This is an optimization exercise on Yosys and OpenROAD, whose aim is small area, a short achievable clock period and few clock cycles per item, not a production implementation. For this run, only the layout was checked, not whether the RTL still works. Power figures rest on the tool's default switching activity, not on a simulated workload.

--- flow/design.v ---
`timescale 1ns/1ps
module baseband_test_wrapper (
    input  logic        clk,
    input  logic        aresetn,
    input  logic [31:0] s_axil_awaddr,
    input  logic [2:0]  s_axil_awprot,
    input  logic        s_axil_awvalid,
    output logic        s_axil_awready,
    input  logic [31:0] s_axil_wdata,
    input  logic [3:0]  s_axil_wstrb,
    input  logic        s_axil_wvalid,
    output logic        s_axil_wready,
    output logic [1:0]  s_axil_bresp,
    output logic        s_axil_bvalid,
    input  logic        s_axil_bready,
    input  logic [31:0] s_axil_araddr,
    input  logic [2:0]  s_axil_arprot,
    input  logic        s_axil_arvalid,
    output logic        s_axil_arready,
    output logic [31:0] s_axil_rdata,
    output logic [1:0]  s_axil_rresp,
    output logic        s_axil_rvalid,
    input  logic        s_axil_rready,
    input  logic [31:0] s_axis_tdata,
    input  logic        s_axis_tvalid,
    output logic        s_axis_tready,
    output logic [31:0] m_axi_awaddr,
    output logic [7:0]  m_axi_awlen,
    output logic [2:0]  m_axi_awsize,
    output logic [1:0]  m_axi_awburst,
    output logic        m_axi_awvalid,
    input  logic        m_axi_awready,
    output logic [31:0] m_axi_wdata,
    output logic [3:0]  m_axi_wstrb,
    output logic        m_axi_wlast,
    output logic        m_axi_wvalid,
    input  logic        m_axi_wready,
    input  logic [1:0]  m_axi_bresp,
    input  logic        m_axi_bvalid,
    output logic        m_axi_bready
);
    localparam int AWD = 7;    
    logic        bvalid_q;
    logic        rvalid_q;
    logic        rpend_q;
    logic [8:0]  raddr_q;
    logic [31:0] rdata_q;
    logic        dma_en_q, al_en_q;
    logic [31:0] base_q, len_q, cyc_q, max_q;
    logic [31:0] cnt_q;
    logic        run_q;           
    logic [65:0] left_q;          
    logic [5:0]  pend_q;          
    logic        busy_q;          
    logic [5:0]  step_q;          
    logic        kc_q;            
    logic        tready_q;
    logic [4:0]  infl_q;          
    logic        awvalid_q;
    logic [2:0]  awcnt_q;         
    logic [29:0] awaddr_q;
    logic [31:0] awleft_q;        
    logic        wvalid_q, skv_q;
    logic [31:0] wdata_q, skd_q;
    logic        lite_rdy;
    logic        wr_fire, rd_fire;
    logic        start;
    logic        fire;
    logic        aw_pop, w_pop;
    logic        last_step;
    logic        cbit, kbit;
    logic [33:0] msum;
    logic        ovf;
    logic        pnz;
    logic [5:0]  pend_1;
    logic        ok_bound, ok_exact;
    logic [2:0]  awcnt_n;
    logic [1:0]  wcnt_n;
    logic        room;
    logic [31:0] rd_mux;
    logic        unused_bits;
    assign unused_bits = ^{s_axil_awaddr[31:9], s_axil_awprot,
                           s_axil_wstrb, s_axil_araddr[31:9],
                           s_axil_arprot, m_axi_bresp};
    assign lite_rdy       = ~bvalid_q & ~busy_q;
    assign s_axil_awready = lite_rdy;
    assign s_axil_wready  = lite_rdy;
    assign wr_fire        = lite_rdy & s_axil_awvalid & s_axil_wvalid;
    assign s_axil_bvalid  = bvalid_q;
    assign s_axil_bresp   = 2'b00;
    assign s_axil_arready = ~rpend_q & ~rvalid_q & ~busy_q;
    assign rd_fire        = s_axil_arvalid & s_axil_arready;
    assign s_axil_rvalid  = rvalid_q;
    assign s_axil_rdata   = rdata_q;
    assign s_axil_rresp   = 2'b00;
    assign start = wr_fire & ~s_axil_awaddr[8] &
                   (s_axil_awaddr[7:0] == 8'h20) & dma_en_q;
    assign s_axis_tready = tready_q;
    assign fire          = s_axis_tvalid & tready_q;
    assign m_axi_awaddr  = {awaddr_q, base_q[1:0]};
    assign m_axi_awlen   = 8'd0;
    assign m_axi_awsize  = 3'd2;
    assign m_axi_awburst = 2'b01;
    assign m_axi_awvalid = awvalid_q;
    assign m_axi_wdata   = wdata_q;
    assign m_axi_wstrb   = 4'hF;
    assign m_axi_wlast   = 1'b1;
    assign m_axi_wvalid  = wvalid_q;
    assign m_axi_bready  = 1'b1;
    assign aw_pop = awvalid_q & m_axi_awready;
    assign w_pop  = wvalid_q & m_axi_wready;
    assign last_step = step_q[5];
    assign cbit      = cyc_q[0] & ~last_step;
    assign kbit      = cbit ^ kc_q;
    assign msum      = {1'b0, left_q[65:33]} +
                       {2'b0, (kbit ? len_q : 32'd0)} + {33'd0, kbit};
    assign ovf = (&len_q) & (&cyc_q);
    assign pnz    = (pend_q != 6'd0);
    assign pend_1 = pend_q + 6'd1;
    assign ok_bound = ~ovf & ((|len_q[31:6]) |
                              (fire ? (pend_1 <= len_q[5:0])
                                    : (pend_q <= len_q[5:0])));
    assign ok_exact = (|left_q[63:6]) |
                      (fire ? (left_q[5:0] > pend_1) : (left_q[5:0] > pend_q));
    assign awcnt_n = awcnt_q + {2'b0, fire} - {2'b0, aw_pop};
    assign wcnt_n  = {1'b0, wvalid_q} + {1'b0, skv_q} + {1'b0, fire}
                     - {1'b0, w_pop};
    assign room    = (awcnt_n < AWD[2:0]) & (wcnt_n < 2'd2) & ~infl_q[4];
    always_comb begin
        rd_mux = 32'd0;
        if (!raddr_q[8]) begin
            case (raddr_q[7:0])
                8'h00:   rd_mux = {31'd0, dma_en_q};
                8'h10:   rd_mux = base_q;
                8'h14:   rd_mux = len_q;
                8'h18:   rd_mux = cyc_q;
                8'h20:   rd_mux = left_q[31:0];
                8'h24:   rd_mux = left_q[63:32];
                default: rd_mux = 32'd0;
            endcase
        end else begin
            case (raddr_q[7:0])
                8'h00:   rd_mux = {31'd0, al_en_q};
                8'h04:   rd_mux = cnt_q;
                8'h0C:   rd_mux = max_q;
                default: rd_mux = 32'd0;
            endcase
        end
    end
    always_ff @(posedge clk) begin
        if (rd_fire) raddr_q <= s_axil_araddr[8:0];
        if (rpend_q && (!pnz || tready_q)) rdata_q <= rd_mux;
        if (start) begin
            awaddr_q <= base_q[31:2];
            awleft_q <= len_q;
        end else if (aw_pop) begin
            if (awleft_q == 32'd0) begin
                awaddr_q <= base_q[31:2];
                awleft_q <= len_q;
            end else begin
                awaddr_q <= awaddr_q + 30'd1;
                awleft_q <= awleft_q - 32'd1;
            end
        end
        if (!wvalid_q || w_pop) begin
            if (skv_q)     wdata_q <= skd_q;
            else if (fire) wdata_q <= s_axis_tdata;
        end
        if (fire) skd_q <= s_axis_tdata;
    end
    always_ff @(posedge clk) begin
        if (!aresetn) begin
            bvalid_q  <= 1'b0;
            rvalid_q  <= 1'b0;
            rpend_q   <= 1'b0;
            dma_en_q  <= 1'b0;
            al_en_q   <= 1'b0;
            base_q    <= 32'd0;
            len_q     <= 32'd0;
            cyc_q     <= 32'd0;
            max_q     <= 32'd0;
            cnt_q     <= 32'd0;
            run_q     <= 1'b0;
            left_q    <= 66'd0;
            pend_q    <= 6'd0;
            busy_q    <= 1'b0;
            step_q    <= 6'd0;
            kc_q      <= 1'b0;
            tready_q  <= 1'b0;
            infl_q    <= 5'd0;
            awvalid_q <= 1'b0;
            awcnt_q   <= 3'd0;
            wvalid_q  <= 1'b0;
            skv_q     <= 1'b0;
        end else begin
            if (wr_fire) begin
                bvalid_q <= 1'b1;
                if (!s_axil_awaddr[8]) begin
                    case (s_axil_awaddr[7:0])
                        8'h00: begin
                            dma_en_q <= s_axil_wdata[0];
                            if (!s_axil_wdata[0]) run_q <= 1'b0;
                        end
                        8'h10: base_q <= s_axil_wdata;
                        8'h14: len_q  <= s_axil_wdata;
                        8'h18: cyc_q  <= s_axil_wdata;
                        default: ;
                    endcase
                end else begin
                    case (s_axil_awaddr[7:0])
                        8'h00: al_en_q <= s_axil_wdata[0];
                        8'h0C: max_q   <= s_axil_wdata;
                        default: ;
                    endcase
                end
            end else if (s_axil_bready) begin
                bvalid_q <= 1'b0;
            end
            if (rd_fire) begin
                rpend_q <= 1'b1;
            end else if (rpend_q && (!pnz || tready_q)) begin
                rpend_q  <= 1'b0;
                rvalid_q <= 1'b1;
            end else if (rvalid_q && s_axil_rready) begin
                rvalid_q <= 1'b0;
            end
            if (fire) cnt_q <= cnt_q + 32'd1;
            if (start) begin
                run_q  <= 1'b1;
                left_q <= 66'd0;
                pend_q <= 6'd0;
                busy_q <= 1'b1;
                step_q <= 6'd0;
                kc_q   <= 1'b1;
            end else if (busy_q) begin
                left_q <= {msum, left_q[32:1]};
                pend_q <= pend_q + {5'd0, fire};
                kc_q   <= cbit & kc_q;
                if (!last_step) cyc_q <= {cyc_q[0], cyc_q[31:1]};
                step_q <= step_q + 6'd1;
                if (step_q == 6'd32) busy_q <= 1'b0;
            end else begin
                left_q <= left_q - {65'd0, pnz};
                pend_q <= pend_q + {5'd0, fire} - {5'd0, pnz};
            end
            tready_q <= start ? (al_en_q & ~ovf & room)
                              : (run_q & dma_en_q & al_en_q & room &
                                 (busy_q ? ok_bound : ok_exact));
            infl_q <= infl_q + {4'd0, fire} - {4'd0, m_axi_bvalid};
            awcnt_q   <= awcnt_n;
            awvalid_q <= (awcnt_n != 3'd0);
            if (!wvalid_q || w_pop) begin
                if (skv_q) begin
                    skv_q <= fire;
                end else begin
                    wvalid_q <= fire;
                end
            end else if (fire) begin
                skv_q <= 1'b1;
            end
        end
    end
endmodule
--- flow/run.sh ---
#!/bin/bash
# synth_recipe.tcl (not shown) runs the flow's synth.tcl, then flattens the netlist and writes it again
# the make line also repeats each setting of config.mk as NAME=value (left out here)
make -C /OpenROAD-flow-scripts/flow DESIGN_CONFIG=/design/flow/config.mk WORK_HOME=/design/flow/orfs CLKGATE_MAP_FILE= SYNTH_SCRIPT=/design/flow/synth_recipe.tcl finish
--- flow/config.mk ---
export PLATFORM = sky130hd
export DESIGN_NAME = baseband_test_wrapper
export DESIGN_NICKNAME = baseband_test_wrapper
export VERILOG_FILES = /design/flow/design.v
export SDC_FILE = /design/flow/constraint.sdc
export NUM_CORES = 4
export LEC_CHECK = 0
export CAP_MARGIN = 20
export CORE_MARGIN = 2
export CORE_UTILIZATION = 40
export SLEW_MARGIN = 20
--- flow/constraint.sdc ---
create_clock -name core_clock -period 13.0 [get_ports {clk}]
set_input_delay 2.6000 -clock core_clock [delete_from_list [all_inputs] [get_ports {clk}]]
set_output_delay 2.6000 -clock core_clock [all_outputs]
set_load 0.01 [all_outputs]
==> run summary <==
Main synth FF type dfxtp_1; drt first pass iters 8; Crit Path Max Fanout 99; dpl hpwl 49.5 mm; Die Area 59300 sq um; row cnt 87; Synth area leader dfxtp_1; initial antenna violation count 0; CP max stage cell buf_4; Core Footprint 56600 sq um; Max stage delay on crit path 0.82 ns; Vias 19100; hold_buf cts 0; CTS H-Tree Depth 2; pins over their slew limit 0; Cells after Synth 2486; syn_area_per_cell 9.24 sq um; crit path launch s_axil_wvalid; root buffer cell clkbuf_16; synth warn 1; async set-reset flop share out of synthesis 0%; area of the mapped netlist 23000 sq um; Resize count post-CTS 0; FMAX 170 MHz; Final GP Congestion 0.879; post-CTS setup buffer count 0; HP Class reg -> reg; critical path required time 13.33 ns; R2R Path Start cyc_q[0]$_SDFF_PN0_; type of origin of the critical path input port; Avg WL per Cell 20.3 microns; Post-synth EDFFs 167; Synth area leaders dfxtp_1, edfxtp_1, nand2_1, xnor2_1, ha_1; CP arrival 6.21 ns; #FFs+latches synth 425; crit path cell chain clkdlybuf4s50_1, nand3_1, nor4_1, nand4_1, o21ai_4, buf_4, mux2_2; share of cells above drive strength 1 6.03%; Unique masters post-synth 78; worst slew pin tran 1.08 ns; Crit. End Element register; # setup viols final 0; Max-Cap Viols 0; Skew-Pair Late Insertion Delay 0.58 ns; Area Overhead vs Synth 17.4%; Hold Slack 0.466 ns; clk sink count 425; Tmin final 5.88 ns; Initial Util 40.6%; top-area cell type share of the netlist area 22.5%; largest net degree at the start of global routing 100; die width 244 microns; Routed Antenna Nets 0; total CTS buffers 47; CTS clk-pin slew, worst paths 0.06 ns; Iteration-0 DRC Markers 1552; Crit Path Class in -> reg; outcome no timing/DRC/antenna violations; P_leak 0.00986 uW; min-delay src max_q[15]$_SDFFE_PN0P_; Total GRT Usage 22.8%; Slew HR 28.1%; Max VDD drop 0.000122 V; Hold Fails Final Rpt 0; total gr overflow 0; vias per cell 5.60; RSZ-0062 raised after global routing no; final setup skew 0.0128 ns; setup_tns 0 ns; DRC 0; final worst-path cycle share 45.2%; Final Core Density 47.6%; Boundary Pins 278; vias in the first global route 18300; Cell Pwr Density 167 nW/um^2; die height 244 microns; antenna fix cells 0; Post-Route WL 69.2 mm; Layout Nets 2848; Seq/Total Area, Yosys 44.3%; Buffers on Ports 196; first-pass GRT wire length 107 mm; CTS tree built; clk buf depth 3
synthesized netlist by cell type (all sizes together) (4+ instances only):
cell	n
a211oi	22
a21boi	112
a21o	14
a21oi	90
a221oi	32
a222oi	17
a22oi	47
and2	69
and3	24
and4	8
buf	48
clkbuf	113
dfxtp	258
edfxtp	167
fa	4
ha	78
inv	70
mux2	35
mux2i	37
nand2	399
nand2b	15
nand3	36
nand4	40
nand4b	4
nor2	164
nor2b	24
nor3	41
nor3b	10
nor4	38
nor4b	6
o211a	34
o21a	10
o21ai	108
o21bai	4
o22ai	34
or2	9
or3	25
or4	16
xnor2	112
xor2	74
critical path, delay by kind of cell:
family	cells	cell delay [ns]
simple gates	3	1.35
mux	1	0.42
buf+inv	2	1.29
compound gates	1	0.44
logic make-up after synthesis:
family / share of synthesized area (%)
XOR/XNOR: 7.10
adder cells (fa/ha/maj): 4.60
flip-flops: 44.3
multiplexers: 3.33
buffers and inverters: 4.27
AND/OR/NAND/NOR: 19.7
other: 0.0327
AO/OA/AOI/OAI: 16.6
state kept, by name, indices dropped and copies added, names as in the netlist, 3 cells and up:
signal / cells
raddr_q: 9
cnt_q: 32
step_q: 6
cyc_q: 32
pend_q: 6
len_q: 32
awleft_q: 32
awaddr_q: 30
left_q: 66
rdata_q: 32
wdata_q: 32
max_q: 32
infl_q: 5
base_q: 32
skd_q: 32
awcnt_q: 3
path summary, 6_finish.rpt:
path | cells past startpoint | end | slack (ns)
worst max-delay path | 7 | awaddr_q[1]$_DFFE_PP_ | 7.12
worst max register to register | 15 | left_q[58]$_SDFF_PP0_ | 7.96
worst min-delay path | 2 | max_q[15]$_SDFFE_PN0P_ | 0.47
worst min register to register | 2 | max_q[15]$_SDFFE_PN0P_ | 0.47
report_power, final:
group	total, uW	internal [uW]	switching [uW]
Combinational	1430	619	807
Clock	1280	726	559
Sequential	1790	1560	229
through the flow:
step | power [uW] | setup WS [ns] | instance area [sq um] | instances
6_report | 4500 | 7.12 | 27000 | 3410
5_1_grt | 4760 | 6.85 | 27000 | 3410
4_1_cts | 4500 | 7.10 | 26900 | 3408
3_5_place_dp | 3200 | 6.49 | 25500 | 3320
3_3_place_gp | 3160 | 6.56 | 25500 | 3320
2_1_floorplan | 2770 | 7.27 | 23000 | 2507
layout by cell type (no fill, tap or decap), types with 16 or more instances in the layout:
cell / Yosys / routed
mux2_2: 35 / 35
o21ai_0: 105 / 105
clkbuf_1: 113 / 16
a221oi_1: 32 / 32
nand2_1: 398 / 396
a21boi_0: 112 / 112
edfxtp_1: 167 / 167
nor4_1: 34 / 34
nand3_1: 35 / 35
nor2_1: 164 / 160
a22oi_1: 47 / 47
mux2i_1: 37 / 37
a21oi_1: 90 / 89
a222oi_1: 17 / 17
or3_1: 23 / 23
xor2_1: 74 / 74
and3_1: 24 / 24
o22ai_1: 34 / 34
clkdlybuf4s50_1: 0 / 195
nand4_1: 40 / 40
buf_4: 28 / 23
and2_1: 68 / 68
nor2b_1: 24 / 22
clkbuf_16: 0 / 48
conb_1: 2 / 23
inv_1: 70 / 69
dfxtp_1: 258 / 257
nor3_1: 40 / 40
ha_1: 78 / 78
xnor2_1: 112 / 112
a211oi_1: 22 / 22
o211a_1: 34 / 34
area by class of cell:
type / count / area, sq um
sequential: 425 / 10200
clock buffer: 68 / 1320
timing repair buffer: 220 / 2170
fill: 5356 / 29600
tap: 756 / 946
multi-input combinational: 1851 / 11900
inverter: 70 / 263
clock inverter: 20 / 143
per-layer routing:
metal | up-vias | global-route usage (%) | share of wire, %
li1 | 9124 | - | -
met1 | 9246 | 30.3 | 44
met2 | 614 | 38.3 | 47
met3 | 102 | 3.37 | 6.5
met4 | 0 | 6.76 | 2.7
met5 | - | 0 | 0

[separate check: timing with driven ports]
How much do the figures lean on ideal ports? The routed layout below was timed once more, with nothing changed but the port constraints.
Step 1 (the two cells are an assumption about what drives the block):
set clk [get_ports {clk}]
set_driving_cell -lib_cell sky130_fd_sc_hd__clkbuf_16 $clk
set_driving_cell -lib_cell sky130_fd_sc_hd__buf_2 [delete_from_list [all_inputs] $clk]
Step 2, shift: input delay + t, output delay - t, t = (earliest + latest rising clock arrival at the registers) / 2. This alone moves slack from input paths to output paths.
Three values: ideal, step 1, step 2; two values: the first two.
t, ns: 0.631
setup slack, ns: 7.121 / 7.148 / 6.517
worst setup path at the end: input to register
latest minus earliest clock arrival (ns): 0.015 / 0.015
After both steps this run still meets setup and hold. For this run, drivers alone change the setup slack by +0.027 ns; drivers and shift together by -0.604 ns.
